This is an optimization exercise on Yosys and OpenROAD, whose aim is small area and a short achievable clock period, not a production implementation.
Function was checked by simulation only, so behaviour that the tests miss may differ from the original.
Power figures rest on the tool's default switching activity, not on a simulated workload.

==> run a: inputs <==
==> flow/design.v (excerpt) <==
module even_pipe (
    input  wire logic         clk,
    input  wire logic         arst_n,
    input  wire logic         issue,
    input  wire logic [5:0]   opcode,
    input  wire logic [127:0] ra,
    input  wire logic [127:0] rb,
    input  wire logic [9:0]   imm10,
    input  wire logic [6:0]   imm7,
    input  wire logic [6:0]   rt_addr,
    output logic              wb_reg_wr_en,
    output logic [1:0]        wb_unit_id,
    output logic [6:0]        wb_rt_addr,
    output logic [127:0]      wb_rt_data
);
clock: 5.0 ns
lec_check: 0
cap_margin: 20
core_margin: 2
core_utilization: 50
cts_cluster_diameter: 80
cts_cluster_size: 30
setup_slack_margin: 2.8
slew_margin: 20
standard.sh (not shown) runs the stock make flow with config.mk's settings and CLKGATE_MAP_FILE= SYNTH_SCRIPT=/design/flow/synth_recipe.tcl, a recipe that flattens the netlist after the stock synthesis.
==> flow/flow/run.sh <==
#!/bin/bash
set -euo pipefail
export BUFFER_PORTS_ARGS="-buffer_cell sky130_fd_sc_hd__buf_1"
bash standard.sh > standard.log 2>&1
==> run b (differences from run a) <==
CORE_UTILIZATION = 60   (was 50)
==> run c (differences from run a) <==
CORE_UTILIZATION = 70   (was 50)
==> run d (differences from run a) <==
CORE_UTILIZATION = 40   (was 50)
==> impl_metrics.csv <==
group,metric,value,unit
status,status,"did not finish",
status,lastStage,"global routing",
status,error,"[ERROR GRT-0232] Routing congestion too high. Check the congestion heatmap in the GUI.",
clock_tree,ctsResizeCount,134,
global_routing,use_met3,67.6,%
floorplanning,die_y,223,um
floorplanning,die_x,223,um
global_routing,antenna_found_initial,35,
global_routing,grt_start_max_net_pins,56,
placement,placed_cells,4657,
clock_tree,cts_buffers,30,
clock_tree,htree_levels,1,
(the above is from run c)
==> impl_metrics.csv <==
group,metric,value,unit
global_routing,use_met3,4.98,%
clock_tree,ctsResizeCount,114,
route,detail_route.iter0.violations,4564,
logic_synthesis,async_reset_ff_share,0.513,%
placement,placed_cells,4922,
global_routing,antenna_found_initial,2,
floorplanning,die_x,263,um
cells_and_area,final_cell_mix,"dfxtp_1 (533), buf_1 (408), nor2_1 (340)",
global_routing,grt_start_max_net_pins,61,
sta,max_freq,0.439,GHz
cells_and_area,buf_share,7.53,%
floorplanning,die_y,263,um
power,pwr-share-clk,16.7,%
clock_tree,htree_levels,1,
power,p_total,18.4,mW
clock_tree,cts_buffers,31,
status,status,"no timing/DRC/antenna violations",
sta,setup_violations,0,
(the above is from run a)
==> impl_metrics.csv <==
group,metric,value,unit
status,status,"no timing/DRC/antenna violations",
floorplanning,die_x,294,um
route,route.top_layer_used,"met5",
placement,placed_cells,5127,
global_routing,grt_busiest_layer,"met1",
sta,max-slew-margin-rel,43.1,%
clock_tree,ctsResizeCount,156,
clock_tree,cts_buffers,35,
setup_path,r2r-end,"r3_data[87]",
global_routing,antenna_found_initial,4,
global_routing,use_met3,2.98,%
global_routing,grt_start_max_net_pins,65,
(the above is from run d)
==> impl_metrics.csv <==
group,metric,value,unit
status,status,"no timing/DRC/antenna violations",
floorplanning,die_x,241,um
global_routing,grtUsageMet2,62.4,%
route,drcViolationCount,0,
clock_tree,htree_levels,1,
route,vias_per_cell,7.08,
placement,place_hpwl,95900,um
placement,placed_cells,4794,
clock_tree,cts_buffers,30,
global_routing,grt_start_max_net_pins,80,
clock_tree,cts_tree,"yes",
floorplanning,die_y,241,um
global_routing,antenna_found_initial,12,
clock_tree,ctsResizeCount,143,
global_routing,use_met3,11.1,%
(the above is from run b)


==> job 8945: inputs <==
Another version of the RTL of even_pipe (not shown whole).
==> flow/design.v (excerpt) <==
module even_pipe (
    input  wire logic         clk,
    input  wire logic         arst_n,
    input  wire logic         issue,
    input  wire logic [5:0]   opcode,
    input  wire logic [127:0] ra,
    input  wire logic [127:0] rb,
    input  wire logic [9:0]   imm10,
    input  wire logic [6:0]   imm7,
    input  wire logic [6:0]   rt_addr,
    output logic              wb_reg_wr_en,
    output logic [1:0]        wb_unit_id,
    output logic [6:0]        wb_rt_addr,
    output logic [127:0]      wb_rt_data
);
export LEC_CHECK = 0
export CAP_MARGIN = 20
export CORE_MARGIN = 2
export CORE_UTILIZATION = 40
export SETUP_SLACK_MARGIN = 2.8
export SLEW_MARGIN = 20
create_clock -name core_clock -period 5.0 [get_ports {clk}]
Scripts as last shown in full above: flow/flow/run.sh
==> job 8492 (differences from job 8945) <==
--- a/flow/design.v
+++ b/flow/design.v
@@ -154,20 +154,12 @@
         for (int w = 0; w < 4; w++) begin
             x0[32*w+31] = ra[32*w+31] ^ cgt;
             y0[32*w+31] = b[32*w+31] ^ invb ^ cgt;
             x0[32*w+15] = ra[32*w+15] ^ (cgt && hw);
             y0[32*w+15] = b[32*w+15] ^ invb ^ (cgt && hw);
         end
-        if (sr) begin
-            for (int j = 0; j < 8; j++) begin
-                if (hw)
-                    y0[16*j +: 6] = {!opcode[2] && b[16*j+4], 1'b0, b[16*j +: 4]};
-                else
-                    y0[16*j +: 6] = {!opcode[2] && b[32*(j/2)+5], b[32*(j/2) +: 5]};
-            end
-        end
     end
     logic         r1_valid;
     logic [127:0] r1_x, r1_y;
     logic         r1_sr, r1_hw, r1_rot, r1_kg, r1_kp, r1_kc, r1_inv0;
     logic         r1_neg, r1_cmp, r1_ceq, r1_cinv;
     logic [6:0]   r1_addr;
@@ -212,13 +204,13 @@
     always_comb begin
         logic [127:0] v, nv;
         logic         n;
         v = r1_x;
         for (int l = 0; l < 3; l++) begin
             for (int j = 0; j < 8; j++) begin
-                n = r1_y[16*j+l];
+                n = r1_hw ? r1_y[16*j+l] : r1_y[32*(j/2)+l];
                 for (int t = 0; t < 16; t++) begin
                     if (!n)
                         nv[16*j+t] = v[16*j+t];
                     else if (t >= (1 << l))
                         nv[16*j+t] = v[16*j+t-(1<<l)];
                     else if (j % 2 == 1)
@@ -229,14 +221,19 @@
                 end
             end
             v = nv;
         end
         xs = v;
         for (int j = 0; j < 8; j++) begin
-            sh_side[2*j]   = r1_y[16*j+3];
-            sh_side[2*j+1] = (j % 2 == 0 && !r1_hw) ? r1_y[16*j+4] : r1_y[16*j+5];
+            if (r1_hw) begin
+                sh_side[2*j]   = r1_y[16*j+3];
+                sh_side[2*j+1] = !r1_rot & r1_y[16*j+4];
+            end else begin
+                sh_side[2*j]   = r1_y[32*(j/2)+3];
+                sh_side[2*j+1] = (j % 2 == 0) ? r1_y[32*(j/2)+4] : (!r1_rot & r1_y[32*(j/2)+5]);
+            end
         end
     end
     logic         r2_valid;
     logic [127:0] r2_x;
     logic [15:0]  r2_side;
     logic         r2_sr, r2_hw, r2_rot, r2_neg, r2_cmp, r2_ceq, r2_cinv;
Settings changed: SETUP_SLACK_MARGIN 2.8 to 2.3.
==> qor summary <==
| quantity | job 8945 | job 8492 |
|---|---|---|
| Outcome | no timing/DRC/antenna violations | no timing/DRC/antenna violations |
| Slowest-stage cell, CP | sky130_fd_sc_hd__or4_1 | sky130_fd_sc_hd__mux2_2 |
| Slew @ Worst Pin | 981 ps | 1140 ps |
| Fin crit period | 2210 ps | 2620 ps |
| Share of total power in sequential cells | 0.372 | 0.370 |
| Via count of the first global-routing pass | 30000 | 30300 |
| Number of cells in the finished layout apart from fillers | 5655 | 5562 |
| Critical path arrival | 2690 ps | 3100 ps |
| Adder-cell area share of the yosys netlist | 0.0463 | 0.0457 |
| Global routing usage on met3 | 0.0427 | 0.0625 |
| TritonRoute pass-1 iters | 7 | 6 |
| Met1 layer wirelength in the final routing | 62500 um | 64800 um |
| Unique cell type count in the Yosys netlist | 71 | 87 |

-- separate check: timing with driven ports --
How much do the figures lean on ideal ports? The routed layouts below were timed once more, with nothing changed but the port constraints.
Step 1: set_driving_cell puts a clkbuf_16 on clk and a buf_2 on each other input, an assumption about the parent block.
Step 2 times the ports against the registers' clock, not the clock port: input delays grow and output delays shrink by t, the midpoint of the rising clock arrivals with the driver on.
Slacks: ideal ports / drivers / drivers and shift; pairs: ideal ports / drivers.
run	t (ns)	slack for setup (ns)	worst setup path after step 2	worst data-port slew with drivers (ns)	cell pins on the clock port's net
run a	0.714	2.720 / 2.720 / 2.151	input to register	0.12	1
run b	0.704	2.450 / 2.450 / 1.852	input to register	0.12	1
run d	0.671	2.762 / 2.762 / 2.204	input to register	0.09	1
job 8945	0.689	2.788 / 2.739 / 2.169	input to register	0.08	1
job 8492	0.702	2.382 / 2.382 / 1.736	input to register	0.11	1
After both steps setup and hold are still met in every run listed. The setup slack of job 8492, which loses most, moves by 0.000 ns with the drivers and by -0.646 ns with both steps.
